This is an optimization exercise on Yosys and OpenROAD, whose aim is small area, a short achievable clock period and few clock cycles, not a production implementation. In this exercise RTL edits were held to simulation tests only and were not proved equivalent to the original. Power and IR drop assume default switching activity.

Design eth_txdma, start of the top module:
module eth_txdma #(
    parameter int DEPTH = 7                       
) (
    input  logic                  clk,
    input  logic                  reset,
    input  logic                  tx_en,
    input  txdma_pkg::bd_index_t  max_tx_bd,
    input  logic                  bd_wait,
    input  txdma_pkg::desc_t      bd_desc,
    input  txdma_pkg::addr_t      bd_ptr,
    input  txdma_pkg::tx_status_t tx_stat,
    input  logic                  tx_stat_valid,
    output logic                  bd_read,
    output logic                  bd_write,
    output txdma_pkg::bd_index_t  bd_index,
    output txdma_pkg::desc_t      bd_writedata,
    output logic                  tx_stat_ack,
    output logic                  per_packet_pad,
    output logic                  per_packet_crc,
    output logic                  txb_irq,
    output logic                  txe_irq,
    input  logic                  av_waitrequest,
    input  txdma_pkg::data_t      av_readdata,
    input  logic                  av_readdatavalid,
    output logic                  av_read,
    output txdma_pkg::addr_t      av_address,
    input  logic                  tx_ack,
    output txdma_pkg::byte_t      tx_data,
    output logic                  tx_dv,
    output logic                  tx_sop,
    output logic                  tx_eop
);
==> flow/config.mk <==
export PLATFORM = sky130hd
export DESIGN_NAME = eth_txdma
export DESIGN_NICKNAME = eth_txdma
export VERILOG_FILES = /design/flow/design.v
export SDC_FILE = /design/flow/constraint.sdc
export NUM_CORES = 4
export LEC_CHECK = 0
export ABC_CLOCK_PERIOD_IN_PS = 2200
export CAP_MARGIN = 20
export CORE_MARGIN = 2
export CORE_UTILIZATION = 65
export CTS_CLUSTER_DIAMETER = 100
export CTS_CLUSTER_SIZE = 22
export PLACE_DENSITY = 0.72
export SETUP_SLACK_MARGIN = 2.8
export SLEW_MARGIN = 20
==> flow/constraint.sdc <==
create_clock -name core_clock -period 5.0 [get_ports {clk}]
set_input_delay 1.0000 -clock core_clock [delete_from_list [all_inputs] [get_ports {clk}]]
set_output_delay 1.0000 -clock core_clock [all_outputs]
set_load 0.01 [all_outputs]
standard.sh (not shown) runs the stock make flow with config.mk's settings and CLKGATE_MAP_FILE= SYNTH_SCRIPT=/design/flow/synth_recipe.tcl, a recipe that flattens the netlist after the stock synthesis.
==> flow/flow/run.sh <==
#!/bin/bash
# Standard layout, with plain buffers (not delay cells) on the ports.
set -euo pipefail
export BUFFER_PORTS_ARGS="-buffer_cell sky130_fd_sc_hd__buf_2"
bash standard.sh finish > standard.log 2>&1
The first run produced a clean layout.
Testbench counts at the start, summed over its fixed seeds: cycles 204,684.
Change:
CORE_UTILIZATION = 72   (was 65)
CTS_CLUSTER_SIZE = 26   (was 22)
PLACE_DENSITY = 0.8   (was 0.72)
What happened: The changed run ran to the end with no violations. Via count grows by 0.65%. Worst setup slack got worse by 0.011 ns. Final area barely changes. Non-clock buffer count grows by 6. Utilization grows by 8.5 points. Count of clock-buffer cells in the layout grows by 2.


## build 91
eth_txdma, a different RTL version from the one above (not shown whole).
For scale: roughly 970 cells after synthesis, ~380 flip-flops, roughly 210 I/O pins, about 15000 sq um of cells after synthesis.
Settings: LEC_CHECK=0, ABC_CLOCK_PERIOD_IN_PS=2200, CAP_MARGIN=5, CORE_MARGIN=2, CORE_UTILIZATION=65, CTS_CLUSTER_DIAMETER=100, CTS_CLUSTER_SIZE=26, PLACE_DENSITY=0.72, SETUP_SLACK_MARGIN=2.8, SLEW_MARGIN=5; clock period 5.0 ns.
Scripts as last shown in full above: flow/flow/run.sh
Build 91 ended with every stage complete and zero timing, DRC or antenna violations.
Testbench counts of build 91, summed over its fixed seeds: cycles 204,684.
Edits applied to the flow inputs when going from build 91 to build 7:
- CAP_MARGIN now 20, was 5
- SLEW_MARGIN now 20, was 5
- SETUP_SLACK_MARGIN now 2.7, was 2.8
Results
- | clock network power share | build 7 vs build 91 | 0.3 points lower |
- Where maximum frequency is concerned, build 91 is better than build 7.
- For build 7, the critical path launch point was tx_stat_ack$_DFF_PP0_, unlike build 91, where it was addr[8]$_DFFE_PP_.
- Re share of cells above drive strength 1: build 7 is 1.6 points down on build 91.
- Taking build 91 as the reference, in build 7 utilization after layout saw a decrease; overall power of the completed layout down 1.6%; setup slack now smaller; static leakage now sits lower; fraction of area in clock buffers and inverters moved down.
- Taking build 91 as the reference point, the pin count of the biggest net entering global routing of build 7 falls by 1.
Relative to build 7, the following input files were edited for build 26:
- a change of SETUP_SLACK_MARGIN from 2.7 to 2.6
Results
The top layer used by detailed routing comes out met5 in one run and met4 in the other, namely in build 26 and build 7 respectively.
Re initial antenna violation count: build 26 and build 7 aren't equal, and the lower value belongs to build 7.
[compare] base=build 7 new=build 26: worst hold slack across all endpoints went up 0.0074 ns, length of routed met3 wiring went down 6.4%, clock period minus final worst setup slack went up 0.021 ns.
Build 26 and build 7 ended up with roughly the same share of synthesized area occupied by flip-flops and latches.
[compare] base=build 7 new=build 26: post-placement cell area now sits at about the same level; number of vias per cell after detailed routing now sits at about the same level.
| first-iteration DRC count | higher: build 26 |
Compared build 26 vs build 7, and worst-margin pin slew is down in build 26.
Setup changes, build 26 to build 47
- a change of PLACE_DENSITY from 0.72 to 0.85
- a change of SETUP_SLACK_MARGIN from 2.6 to 2.8
- a change of CORE_UTILIZATION from 65 to 78
### Flow results
Going from build 26 to build 47, final period utilization shrinks by 1.2 points. Starting DRC count in detailed routing (build 47 / build 26): 2.0. [diff] setup slack, build 47 relative to build 26: improvement.
Input-level comparison between build 93 and build 47:
- CORE_UTILIZATION now 65, was 78
- PLACE_DENSITY now 0.72, was 0.85
- CTS_CLUSTER_SIZE now 30, was 26
### Flow results
tx_data[4] as the worst setup path endpoint was reported by build 47, and av_address[2] by build 93. Summary: final critical path time including I/O delays and setup, build 93 better than build 47. Looking at met3 routed wirelength, build 93 sits about 45% below build 47. Taking build 47 as the reference point, the top achievable clock speed of build 93 rises by 1.2%. [build 93] global-route usage over all layers fell 9.0 points relative to build 47.
Relative to build 93, the following input files were edited for build 66:
==> flow/flow/run.sh <==
#!/bin/bash
# Standard layout, with plain buffers (not delay cells) on the ports: the
# smallest buffer on inputs, a size-2 buffer on outputs.
set -euo pipefail
export BUFFER_PORTS_ARGS="-inputs -buffer_cell sky130_fd_sc_hd__buf_1"
export PRE_GLOBAL_PLACE_TCL="$PWD/flow/buffer_outputs.tcl"
bash standard.sh finish > standard.log 2>&1
==> flow/flow/buffer_outputs.tcl (new file) <==
# Buffer the output ports; the flow's own buffer_ports call then buffers the inputs.
buffer_ports -outputs -buffer_cell sky130_fd_sc_hd__buf_2
Notes after the runs:
The critical path data arrival time reported for build 66 is greater than that of build 93 by 1.42 ns. | final area | build 66 vs build 93 | better |. Build 93 → build 66: total wire length after detailed routing has decreased, wire length of the first global-routing pass has decreased, number of buffers other than clock buffers in the final layout has decreased. Cmp build 93 and build 66 / relative area change from synthesis to final layout / lower: build 66. Number of DRC markers in iteration 0, build 93 and build 66, higher one = build 66. Register-to-register path setup slack: build 66 vs build 93 down 0.19 ns. Compared build 66 vs build 93, and required time of the critical path is up in build 66. Build 66 — utilization 3.3 points lower, build 93 as reference. Combinational power sits lower in build 66 than in build 93.

==> afterwards: timing with drivers on the ports <==
The flow's constraints put no driver on any port. The routed layouts listed below were extracted and timed again, unchanged, in two steps. Step 1, drivers: a clkbuf_16 drives clk and a buf_2 each remaining input, both assumed. Step 2 also shifts input and output timing later by t, the mid clock arrival at the registers, as if the neighbouring blocks saw the same clock. a / b / c = no drivers / after step 1 / after step 2; a / b = the first two.
run	shift t [ns]	setup WS [ns]	worst slew at a driven data input, ns	pins driven straight from the clock port
the first run of note 1	0.567	2.832 / 2.784 / 2.335	0.07	1
the second run of note 1	0.552	2.821 / 2.774 / 2.397	0.08	1
build 91	0.562	2.828 / 2.780 / 2.325	0.08	1
build 7	0.565	2.763 / 2.714 / 2.307	0.07	1
build 26	0.579	2.742 / 2.702 / 2.150	0.08	1
build 47	0.561	2.804 / 2.757 / 2.376	0.08	1
build 93	0.568	2.829 / 2.777 / 2.308	0.08	1
build 66	0.574	2.643 / 2.615 / 2.042	0.07	1
After both steps every run listed still meets setup and hold. For build 66, which loses most, drivers alone change the setup slack by -0.028 ns; drivers and shift together by -0.601 ns.
